This is an optimization exercise on Yosys and OpenROAD, whose aim is small area, a short achievable clock period and few clock cycles per item, not a production implementation.
The RTL was checked by simulation tests, not by an equivalence proof against the original design.

==> design.v <==
package atc_pkg;
    localparam int WINDOW_DEF       = 8;
    localparam int CORDIC_STEPS_DEF = 16;
    localparam int TAB_LEN          = 24;
    localparam int ISQ_W            = 64;
    localparam logic [31:0] ANG_QUARTER = 32'h4000_0000;
    typedef enum logic {
        F_IDLE,
        F_UPD
    } front_state_t;
    typedef enum logic [2:0] {
        B_IDLE,
        B_SQ,
        B_SUM,
        B_ROOT,
        B_TILT,
        B_DONE
    } back_state_t;
    function automatic logic [31:0] step_angle(input logic [4:0] idx);
        logic [31:0] a;
        case (idx)
            5'd0:    a = 32'h20000000;
            5'd1:    a = 32'h12E4051E;
            5'd2:    a = 32'h09FB385B;
            5'd3:    a = 32'h051111D4;
            5'd4:    a = 32'h028B0D43;
            5'd5:    a = 32'h0145D7E1;
            5'd6:    a = 32'h00A2F61E;
            5'd7:    a = 32'h00517C55;
            5'd8:    a = 32'h0028BE53;
            5'd9:    a = 32'h00145F2F;
            5'd10:   a = 32'h000A2F98;
            5'd11:   a = 32'h000517CC;
            5'd12:   a = 32'h00028BE6;
            5'd13:   a = 32'h000145F3;
            5'd14:   a = 32'h0000A2F9;
            5'd15:   a = 32'h0000517C;
            5'd16:   a = 32'h000028BE;
            5'd17:   a = 32'h0000145F;
            5'd18:   a = 32'h00000A2F;
            5'd19:   a = 32'h00000517;
            5'd20:   a = 32'h0000028B;
            5'd21:   a = 32'h00000145;
            5'd22:   a = 32'h000000A2;
            5'd23:   a = 32'h00000051;
            default: a = 32'h00000000;
        endcase
        step_angle = a;
    endfunction
endpackage
module atc_fifo #(
    parameter int DW = 57
) (
    input  logic          aclk,
    input  logic          aresetn,
    input  logic          push,
    input  logic [DW-1:0] push_data,
    output logic          full,
    input  logic          pop,
    output logic          empty,
    output logic [DW-1:0] pop_data
);
    logic [DW-1:0] q_reg [2];
    logic          wr_reg, rd_reg;
    logic [1:0]    cnt_reg;
    assign full     = (cnt_reg == 2'd2);
    assign empty    = (cnt_reg == 2'd0);
    assign pop_data = q_reg[rd_reg];
    always_ff @(posedge aclk) begin
        if (push && !full) begin
            q_reg[wr_reg] <= push_data;
        end
    end
    always_ff @(posedge aclk) begin
        if (!aresetn) begin
            wr_reg  <= 1'b0;
            rd_reg  <= 1'b0;
            cnt_reg <= 2'd0;
        end else begin
            if (push && !full) begin
                wr_reg <= ~wr_reg;
            end
            if (pop && !empty) begin
                rd_reg <= ~rd_reg;
            end
            cnt_reg <= cnt_reg + 2'((push && !full) ? 1 : 0) - 2'((pop && !empty) ? 1 : 0);
        end
    end
endmodule
module atc_cordic #(
    parameter int CW    = 35,
    parameter int STEPS = atc_pkg::CORDIC_STEPS_DEF
) (
    input  logic                 aclk,
    input  logic                 aresetn,
    input  logic                 start,
    input  logic signed [CW-1:0] y_in,
    input  logic signed [CW-1:0] x_in,
    output logic                 busy,
    output logic [15:0]          angle
);
    localparam int NSTEP = (STEPS > atc_pkg::TAB_LEN) ? atc_pkg::TAB_LEN : STEPS;
    localparam int IW    = $clog2(NSTEP);
    logic signed [CW-1:0] x_reg, x_next, y_reg, y_next, dx, dy;
    logic [31:0]          acc_reg, acc_next, rnd;
    logic [IW-1:0]        idx_reg, idx_next;
    logic                 run_reg, run_next, zero_reg, zero_next;
    always_comb begin
        x_next    = x_reg;
        y_next    = y_reg;
        acc_next  = acc_reg;
        idx_next  = idx_reg;
        run_next  = run_reg;
        zero_next = zero_reg;
        dx = x_reg >>> idx_reg;
        dy = y_reg >>> idx_reg;
        if (start) begin
            zero_next = (x_in == '0) && (y_in == '0);
            run_next  = 1'b1;
            idx_next  = '0;
            if (x_in < 0) begin
                if (y_in >= 0) begin
                    x_next   = y_in;
                    y_next   = -x_in;
                    acc_next = atc_pkg::ANG_QUARTER;
                end else begin
                    x_next   = -y_in;
                    y_next   = x_in;
                    acc_next = -atc_pkg::ANG_QUARTER;
                end
            end else begin
                x_next   = x_in;
                y_next   = y_in;
                acc_next = '0;
            end
        end else if (run_reg) begin
            if (y_reg >= 0) begin
                x_next   = x_reg + dy;
                y_next   = y_reg - dx;
                acc_next = acc_reg + atc_pkg::step_angle(5'(idx_reg));
            end else begin
                x_next   = x_reg - dy;
                y_next   = y_reg + dx;
                acc_next = acc_reg - atc_pkg::step_angle(5'(idx_reg));
            end
            if (idx_reg == IW'(NSTEP - 1)) begin
                run_next = 1'b0;
            end else begin
                idx_next = idx_reg + 1'b1;
            end
        end
    end
    assign busy  = run_reg;
    assign rnd   = acc_reg + 32'h0000_8000;
    assign angle = zero_reg ? 16'd0 : rnd[31:16];
    always_ff @(posedge aclk) begin
        x_reg    <= x_next;
        y_reg    <= y_next;
        acc_reg  <= acc_next;
        idx_reg  <= idx_next;
        zero_reg <= zero_next;
    end
    always_ff @(posedge aclk) begin
        if (!aresetn) begin
            run_reg <= 1'b0;
        end else begin
            run_reg <= run_next;
        end
    end
endmodule
module atc_front #(
    parameter int WINDOW = atc_pkg::WINDOW_DEF,
    parameter int SUM_W  = 16 + $clog2(WINDOW)
) (
    input  logic               aclk,
    input  logic               aresetn,
    input  logic               s_valid,
    output logic               s_ready,
    input  logic signed [15:0] s_accel_x,
    input  logic signed [15:0] s_accel_y,
    input  logic signed [15:0] s_accel_z,
    output logic               push,
    input  logic               full,
    output logic [3*SUM_W-1:0] push_data
);
    localparam int WPW = (WINDOW > 1) ? $clog2(WINDOW) : 1;
    atc_pkg::front_state_t state_reg, state_next;
    logic [47:0]       mem [WINDOW];
    logic [47:0]       rd_reg;
    logic [47:0]       smp_reg;
    logic [WPW-1:0]    wp_reg, wp_next;
    logic              wrap_reg, wrap_next;
    logic signed [SUM_W-1:0] sx_reg, sy_reg, sz_reg, sx_next, sy_next, sz_next;
    logic signed [SUM_W-1:0] ox, oy, oz;
    logic              accept;
    assign s_ready = (state_reg == atc_pkg::F_IDLE);
    assign accept  = s_valid && s_ready;
    always_ff @(posedge aclk) begin
        if (accept) begin
            rd_reg  <= mem[wp_reg];
            smp_reg <= {s_accel_x, s_accel_y, s_accel_z};
        end
        if (push) begin
            mem[wp_reg] <= smp_reg;
        end
    end
    always_comb begin
        state_next = state_reg;
        wp_next    = wp_reg;
        wrap_next  = wrap_reg;
        sx_next    = sx_reg;
        sy_next    = sy_reg;
        sz_next    = sz_reg;
        push       = 1'b0;
        ox = wrap_reg ? SUM_W'($signed(rd_reg[47:32])) : '0;
        oy = wrap_reg ? SUM_W'($signed(rd_reg[31:16])) : '0;
        oz = wrap_reg ? SUM_W'($signed(rd_reg[15:0]))  : '0;
        case (state_reg)
            atc_pkg::F_IDLE: begin
                if (accept) begin
                    state_next = atc_pkg::F_UPD;
                end
            end
            atc_pkg::F_UPD: begin
                if (!full) begin
                    push    = 1'b1;
                    sx_next = sx_reg + SUM_W'($signed(smp_reg[47:32])) - ox;
                    sy_next = sy_reg + SUM_W'($signed(smp_reg[31:16])) - oy;
                    sz_next = sz_reg + SUM_W'($signed(smp_reg[15:0]))  - oz;
                    if (wp_reg == WPW'(WINDOW - 1)) begin
                        wp_next   = '0;
                        wrap_next = 1'b1;
                    end else begin
                        wp_next = wp_reg + 1'b1;
                    end
                    state_next = atc_pkg::F_IDLE;
                end
            end
            default: state_next = atc_pkg::F_IDLE;
        endcase
    end
    assign push_data = {sx_next, sy_next, sz_next};
    always_ff @(posedge aclk) begin
        if (!aresetn) begin
            state_reg <= atc_pkg::F_IDLE;
            wp_reg    <= '0;
            wrap_reg  <= 1'b0;
            sx_reg    <= '0;
            sy_reg    <= '0;
            sz_reg    <= '0;
        end else begin
            state_reg <= state_next;
            wp_reg    <= wp_next;
            wrap_reg  <= wrap_next;
            sx_reg    <= sx_next;
            sy_reg    <= sy_next;
            sz_reg    <= sz_next;
        end
    end
endmodule
module atc_back #(
    parameter int WINDOW       = atc_pkg::WINDOW_DEF,
    parameter int CORDIC_STEPS = atc_pkg::CORDIC_STEPS_DEF,
    parameter int SUM_W        = 16 + $clog2(WINDOW)
) (
    input  logic               aclk,
    input  logic               aresetn,
    input  logic               empty,
    output logic               pop,
    input  logic [3*SUM_W-1:0] pop_data,
    output logic               m_valid,
    input  logic               m_ready,
    output logic signed [15:0] m_mean_x,
    output logic signed [15:0] m_mean_y,
    output logic signed [15:0] m_mean_z,
    output logic signed [15:0] m_tilt_x,
    output logic signed [15:0] m_tilt_y,
    output logic [7:0]         m_servo_x,
    output logic [7:0]         m_servo_y
);
    localparam int CW = SUM_W + 11;
    localparam int MK = SUM_W + $clog2(WINDOW);
    localparam logic [MK:0] MR = (MK + 1)'(((64'd1 << MK) + 64'(WINDOW) - 64'd1) / 64'(WINDOW));
    localparam int PW = SUM_W + MK + 1;
    localparam int QW = 2 * SUM_W;
    atc_pkg::back_state_t state_reg, state_next;
    logic signed [SUM_W-1:0] sx_reg, sy_reg, sz_reg;
    logic [QW-1:0]           sqy_reg, sqz_reg;
    logic [15:0]             mx_reg, my_reg, mz_reg;
    logic [atc_pkg::ISQ_W-1:0] n_reg, n_next, res_reg, res_next, one, trial;
    logic [4:0]              bit_reg, bit_next;
    logic                    start_a, start_b, busy_a, busy_b;
    logic [15:0]             ang_a, ang_b, tx;
    logic signed [CW-1:0]    ya, xa, yb, xb;
    logic signed [25:0]      num_x, num_y;
    logic [7:0]              srv_x, srv_y;
    logic                    load_out;
    logic                    m_valid_reg;
    logic [15:0]             omx_reg, omy_reg, omz_reg, otx_reg, oty_reg;
    logic [7:0]              osx_reg, osy_reg;
    function automatic logic [15:0] mean16(input logic signed [SUM_W-1:0] s);
        logic [SUM_W-1:0] m;
        logic [PW-1:0]    p;
        logic [15:0]      q;
        m = (s < 0) ? SUM_W'(-s) : SUM_W'(s);
        m = m + SUM_W'(WINDOW / 2);
        p = PW'(m) * PW'(MR);
        q = 16'(p >> MK);
        mean16 = (s < 0) ? 16'(-q) : q;
    endfunction
    function automatic logic [7:0] servo(input logic signed [25:0] num);
        logic signed [25:0] q;
        logic [7:0]         r;
        q = num >>> 15;
        if (num < 0) begin
            r = 8'd0;
        end else if (q > 26'sd180) begin
            r = 8'd180;
        end else begin
            r = 8'(q);
        end
        servo = r;
    endfunction
    assign ya = CW'(sy_reg) <<< 8;
    assign xa = CW'(sz_reg) <<< 8;
    assign yb = CW'(sx_reg) <<< 8;
    assign xb = CW'($signed({1'b0, res_reg[CW-2:0]}));
    atc_cordic #(.CW(CW), .STEPS(CORDIC_STEPS)) u_cordic_a (
        .aclk(aclk), .aresetn(aresetn), .start(start_a),
        .y_in(ya), .x_in(xa), .busy(busy_a), .angle(ang_a)
    );
    atc_cordic #(.CW(CW), .STEPS(CORDIC_STEPS)) u_cordic_b (
        .aclk(aclk), .aresetn(aresetn), .start(start_b),
        .y_in(yb), .x_in(xb), .busy(busy_b), .angle(ang_b)
    );
    assign one   = atc_pkg::ISQ_W'(1) << {bit_reg, 1'b0};
    assign trial = res_reg + one;
    assign tx    = 16'd0 - ang_a;
    assign num_x = 26'($signed(tx)) * 26'sd180 + 26'sd2949120;
    assign num_y = 26'($signed(ang_b)) * 26'sd360 + 26'sd5898240;
    assign srv_x = servo(num_x);
    assign srv_y = servo(num_y);
    always_comb begin
        state_next = state_reg;
        n_next     = n_reg;
        res_next   = res_reg;
        bit_next   = bit_reg;
        pop        = 1'b0;
        start_a    = 1'b0;
        start_b    = 1'b0;
        load_out   = 1'b0;
        case (state_reg)
            atc_pkg::B_IDLE: begin
                if (!empty) begin
                    pop        = 1'b1;
                    state_next = atc_pkg::B_SQ;
                end
            end
            atc_pkg::B_SQ: begin
                start_a    = 1'b1;
                state_next = atc_pkg::B_SUM;
            end
            atc_pkg::B_SUM: begin
                n_next     = atc_pkg::ISQ_W'({sqy_reg + sqz_reg, 16'd0});
                res_next   = '0;
                bit_next   = 5'd31;
                state_next = atc_pkg::B_ROOT;
            end
            atc_pkg::B_ROOT: begin
                if (n_reg >= trial) begin
                    n_next   = n_reg - trial;
                    res_next = (res_reg >> 1) + one;
                end else begin
                    res_next = res_reg >> 1;
                end
                if (bit_reg == 5'd0) begin
                    state_next = atc_pkg::B_TILT;
                end else begin
                    bit_next = bit_reg - 1'b1;
                end
            end
            atc_pkg::B_TILT: begin
                start_b    = 1'b1;
                state_next = atc_pkg::B_DONE;
            end
            atc_pkg::B_DONE: begin
                if (!busy_a && !busy_b && (!m_valid_reg || m_ready)) begin
                    load_out   = 1'b1;
                    state_next = atc_pkg::B_IDLE;
                end
            end
            default: state_next = atc_pkg::B_IDLE;
        endcase
    end
    always_ff @(posedge aclk) begin
        if (pop) begin
            sx_reg <= pop_data[3*SUM_W-1:2*SUM_W];
            sy_reg <= pop_data[2*SUM_W-1:SUM_W];
            sz_reg <= pop_data[SUM_W-1:0];
        end
        if (state_reg == atc_pkg::B_SQ) begin
            sqy_reg <= QW'(sy_reg * sy_reg);
            sqz_reg <= QW'(sz_reg * sz_reg);
            mx_reg  <= mean16(sx_reg);
            my_reg  <= mean16(sy_reg);
            mz_reg  <= mean16(sz_reg);
        end
        n_reg   <= n_next;
        res_reg <= res_next;
        bit_reg <= bit_next;
        if (load_out) begin
            omx_reg <= mx_reg;
            omy_reg <= my_reg;
            omz_reg <= mz_reg;
            otx_reg <= tx;
            oty_reg <= ang_b;
            osx_reg <= srv_x;
            osy_reg <= srv_y;
        end
    end
    always_ff @(posedge aclk) begin
        if (!aresetn) begin
            state_reg   <= atc_pkg::B_IDLE;
            m_valid_reg <= 1'b0;
        end else begin
            state_reg <= state_next;
            if (load_out) begin
                m_valid_reg <= 1'b1;
            end else if (m_ready) begin
                m_valid_reg <= 1'b0;
            end
        end
    end
    assign m_valid   = m_valid_reg;
    assign m_mean_x  = omx_reg;
    assign m_mean_y  = omy_reg;
    assign m_mean_z  = omz_reg;
    assign m_tilt_x  = otx_reg;
    assign m_tilt_y  = oty_reg;
    assign m_servo_x = osx_reg;
    assign m_servo_y = osy_reg;
endmodule
module accel_tilt_smoother #(
    parameter int WINDOW       = atc_pkg::WINDOW_DEF,
    parameter int CORDIC_STEPS = atc_pkg::CORDIC_STEPS_DEF
) (
    input  logic               aclk,
    input  logic               aresetn,
    input  logic               s_valid,
    output logic               s_ready,
    input  logic signed [15:0] s_accel_x,
    input  logic signed [15:0] s_accel_y,
    input  logic signed [15:0] s_accel_z,
    output logic               m_valid,
    input  logic               m_ready,
    output logic signed [15:0] m_mean_x,
    output logic signed [15:0] m_mean_y,
    output logic signed [15:0] m_mean_z,
    output logic signed [15:0] m_tilt_x,
    output logic signed [15:0] m_tilt_y,
    output logic [7:0]         m_servo_x,
    output logic [7:0]         m_servo_y
);
    localparam int SUM_W = 16 + $clog2(WINDOW);
    logic               push, full, pop, empty;
    logic [3*SUM_W-1:0] push_data, pop_data;
    atc_front #(.WINDOW(WINDOW), .SUM_W(SUM_W)) u_front (
        .aclk(aclk), .aresetn(aresetn),
        .s_valid(s_valid), .s_ready(s_ready),
        .s_accel_x(s_accel_x), .s_accel_y(s_accel_y), .s_accel_z(s_accel_z),
        .push(push), .full(full), .push_data(push_data)
    );
    atc_fifo #(.DW(3 * SUM_W)) u_fifo (
        .aclk(aclk), .aresetn(aresetn),
        .push(push), .push_data(push_data), .full(full),
        .pop(pop), .empty(empty), .pop_data(pop_data)
    );
    atc_back #(.WINDOW(WINDOW), .CORDIC_STEPS(CORDIC_STEPS), .SUM_W(SUM_W)) u_back (
        .aclk(aclk), .aresetn(aresetn),
        .empty(empty), .pop(pop), .pop_data(pop_data),
        .m_valid(m_valid), .m_ready(m_ready),
        .m_mean_x(m_mean_x), .m_mean_y(m_mean_y), .m_mean_z(m_mean_z),
        .m_tilt_x(m_tilt_x), .m_tilt_y(m_tilt_y),
        .m_servo_x(m_servo_x), .m_servo_y(m_servo_y)
    );
endmodule
==> run.sh <==
#!/bin/bash
# synth_recipe.tcl (not shown) runs the flow's synth.tcl, then flattens the netlist and writes it again
# the make line also repeats each setting of config.mk as NAME=value (left out here)
make -C /OpenROAD-flow-scripts/flow DESIGN_CONFIG=/design/flow/config.mk WORK_HOME=/design/flow/orfs CLKGATE_MAP_FILE= SYNTH_SCRIPT=/design/flow/synth_recipe.tcl finish
==> config.mk <==
export PLATFORM = sky130hd
export DESIGN_NAME = accel_tilt_smoother
export DESIGN_NICKNAME = accel_tilt_smoother
export VERILOG_FILES = /design/flow/design.v
export SDC_FILE = /design/flow/constraint.sdc
export NUM_CORES = 4
export LEC_CHECK = 0
export CAP_MARGIN = 20
export CORE_MARGIN = 2
export CORE_UTILIZATION = 40
export SLEW_MARGIN = 20
==> constraint.sdc <==
create_clock -name core_clock -period 10.0 [get_ports {aclk}]
set_input_delay 2.0000 -clock core_clock [delete_from_list [all_inputs] [get_ports {aclk}]]
set_output_delay 2.0000 -clock core_clock [all_outputs]
set_load 0.01 [all_outputs]
==> results.txt <==
-- cell usage in the layout (no fill, tap or decap), drive strengths merged, types with 170 or more instances in the layout --
cell type,instances
inv,1313
nand2,996
and2,255
o21ai,539
edfxtp,1188
fa,790
xor2,320
nor2,725
xnor2,504
ha,785
a22oi,199
nand3,170
a21oi,538
a21o,198
clkbuf,206
-- cell usage after synthesis (80+ instances only) --
cell type  number  area (sq um)
a21o_1        198          1490
a21oi_1       538          2690
a22oi_1       199          1490
a31oi_1       106           663
and2_1        253          1580
and3_1         80           500
clkbuf_1      358          1340
dfxtp_1       140          2800
edfxtp_1     1188         35700
fa_1          790         15800
ha_1          785          9820
inv_1        1298          4870
mux2_2         99          1110
mux4_2        112          2520
nand2_1       996          3740
nand2b_1      116           726
nand3_1       169           846
nand4_1       101           632
nor2_1        724          2720
nor3_1        147           736
o21ai_0       534          2670
o21bai_1       81           608
o31ai_1        99           743
or3_1          91           569
xnor2_1       504          4410
xor2_1        320          2800
-- worst min-delay path by stage --
| stage | cells after the start | slack, ns | startpoint | endpoint |
|---|---|---|---|---|
| global placement | 0 | 0.40 | u_back.mx_reg[15] | u_back.omx_reg[15] |
| CTS | 0 | 0.41 | u_back.mz_reg[10] | u_back.omz_reg[10] |
| floorplan | 0 | 0.40 | u_back.mx_reg[0] | u_back.omx_reg[0] |
| finish | 0 | 0.41 | u_back.mz_reg[10] | u_back.omz_reg[10] |
| global route | 0 | 0.41 | u_back.mz_reg[10] | u_back.omz_reg[10] |
| detailed placement | 0 | 0.41 | u_back.mx_reg[8] | u_back.omx_reg[8] |
-- worst max-delay path: stages, from the launching register on --
cell	delay, ns
edfxtp_1	0.92
clkinv_1	0.65
nor2_1	0.31
fa_1	0.47
fa_1	0.51
fa_1	0.44
fa_1	0.54
inv_1	0.05
fa_1	0.48
fa_1	0.49
inv_1	0.04
ha_1	0.18
ha_1	0.35
a21o_1	0.18
a21oi_1	0.34
o21ai_0	0.16
a21oi_1	0.16
o31ai_1	0.14
a221o_1	0.48
a221o_1	0.37
a41o_1	0.26
o22ai_1	0.27
o21ai_0	0.18
a311oi_1	0.37
xnor2_1	0.12
-- layout make-up --
cell class	count	area, sq um	area share [%]
Inverter	1318	4960	4.06
Clock buffer	206	4480	3.67
Timing Repair Buffer	262	2370	1.94
Antenna cell	4	10.0	0.00821
Tap cell	3705	4640	3.80
Multi-Input combinational cell	7907	66200	54.3
Sequential cell	1328	38500	31.6
Clock inverter	89	772	0.633
-- layer usage --
metal | share of wire (%) | vias up | global-route usage, %
met5 | 0.0022 | - | 0
met4 | 3.0 | 2 | 6.57
met3 | 6.1 | 508 | 3.06
met2 | 48 | 2572 | 37.4
met1 | 43 | 40985 | 29.2
li1 | - | 38326 | -
-- kinds of logic after synthesis --
kind of cell,after synthesis,synth area share [%]
adder cells (fa/ha/maj),1576,23.1
multiplexers,300,4.22
AO/OA/AOI/OAI,2239,12.9
AND/OR/NAND/NOR,2966,12.7
flip-flops,1328,34.6
buffers and inverters,1750,5.96
XOR/XNOR,826,6.53
-- per-stage QoR --
stage / cells / setup slack [ns]
6_report: 14819 / 1.26
5_1_grt: 14817 / 0.760
3_5_place_dp: 14518 / 1.38
4_1_cts: 14813 / 1.33
2_1_floorplan: 10985 / 0.664
3_3_place_gp: 14518 / 1.53
==> results.txt <==
status=finished clean; crit path DAT=approximately 9.3 ns; Worst EP required=10.57 ns; max-cap violation count=0; grt ovf=0; RSZ-0062 raised after global routing=false; final hold violations=0; row count=between 150 and 200; Resized cells post-CTS=0; DP Area=117000 sq um; CP startpoint=u_back.sy_reg[7]; CTS Root Cell=clkbuf_16; Hold Buf Count CTS=0; Most used DFF post-synth=edfxtp_1; Syn Area/Cell=10.1 sq um; CTS tree=done; Fin Hold WS=between 0.4 and 0.5 ns; Routability Congestion=approximately 0.92; Clock Sinks=1328; # port buffers=roughly 150; Post-Synthesis Cells=11.0k; number of fillers in the final layout=26.0k; Fmax=~110 MHz; Final Skew=roughly 0.059 ns; crit path kind=reg -> reg; Mapped Nets=roughly 13k; Syn-to-layout area delta=9.68%; die width=roughly 530 um; gr usage total=between 20% and 30%; via count=just over 80k; crit end category=register; DRC=0; Largest register FFs=roughly 380; H-tree levels=4; number of synthesized flops with an enable pin=roughly 1.2k; Setup Viol. Count Final=0; r2r setup slk=between 1 and 1.5 ns; Worst R2R Path Depth=24; starting density of the core=slightly above 40%; final WL=roughly 310000 um; Max Slew Vio Count=0; largest net degree at the start of global routing=just under 100; cts bufs inserted=around 170; first-pass GRT wire length=487000 um; drt pass-1 iters=6; worst hold path class=reg -> reg; synthesis-stage register bit count=around 1.3k; Util after Layout=between 40% and 50%; postcts setup bufs=0; layout net count=between 10k and 15k; CTS Buffer Depth=4; Via density=5.56; Yosys warning count=4; IO Count=150; design area=roughly 120000 sq um; via count of the first global-routing pass=83.5k; initial antenna violation count=8; Clock transition at path regs=around 0.060 ns; fraction of layout cells with a size suffix above 1=~6.6%; CP max FO=21; CP Launch Type=register; Seq/Total Area, Yosys=approximately 35%; CP Capture Point=u_back.sqy_reg[37]; FFs w/ async S/R, synth=0%; setup TNS=0 ns; worst-margin pin slew=roughly 1.1 ns; Clock Latency Late Sink=~0.87 ns; remaining antenna violation count after routing=0; Die H=~530 um; FF-to-FF End=u_back.sqy_reg[37]; Tcrit/Tclk final=around 87%; initial DRC count=6243; Relative slew margins=27.6%; Worst R2R Start=u_back.sy_reg[7]; Placeable Area=roughly 280000 sq um; drt wl/cell=21.1 um; Syn Std Cell Area=around 110000 sq um; min Tclk post-route=around 8.7 ns; die area=between 200000 and 300000 sq um; DP Wirelength=between 200000 and 250000 um; Synth cell types=106
Testbench counts, summed over its fixed seeds: cycles 40,728, items 768.

## afterwards: timing with drivers on the ports
How much do the figures lean on ideal ports? The routed layout below was timed once more, with nothing changed but the port constraints.
Step 1: set_driving_cell puts a clkbuf_16 on aclk and a buf_2 on each other input, an assumption about the parent block.
Step 2, shift: input delay + t, output delay - t, t = (earliest + latest rising clock arrival at the registers) / 2. This alone moves slack from input paths to output paths.
a / b / c = no drivers / after step 1 / after step 2; a / b = the first two.
t (ns): 0.931
setup WS [ns]: 1.262 / 1.262 / 1.262
hold slack, ns: 0.408 / 0.408 / 0.408
worst setup path at the end: register to register
worst slew at a driven data input, ns: 0.09
After both steps this run still meets setup and hold. For this run, drivers alone change the setup slack by 0.000 ns; drivers and shift together by 0.000 ns.
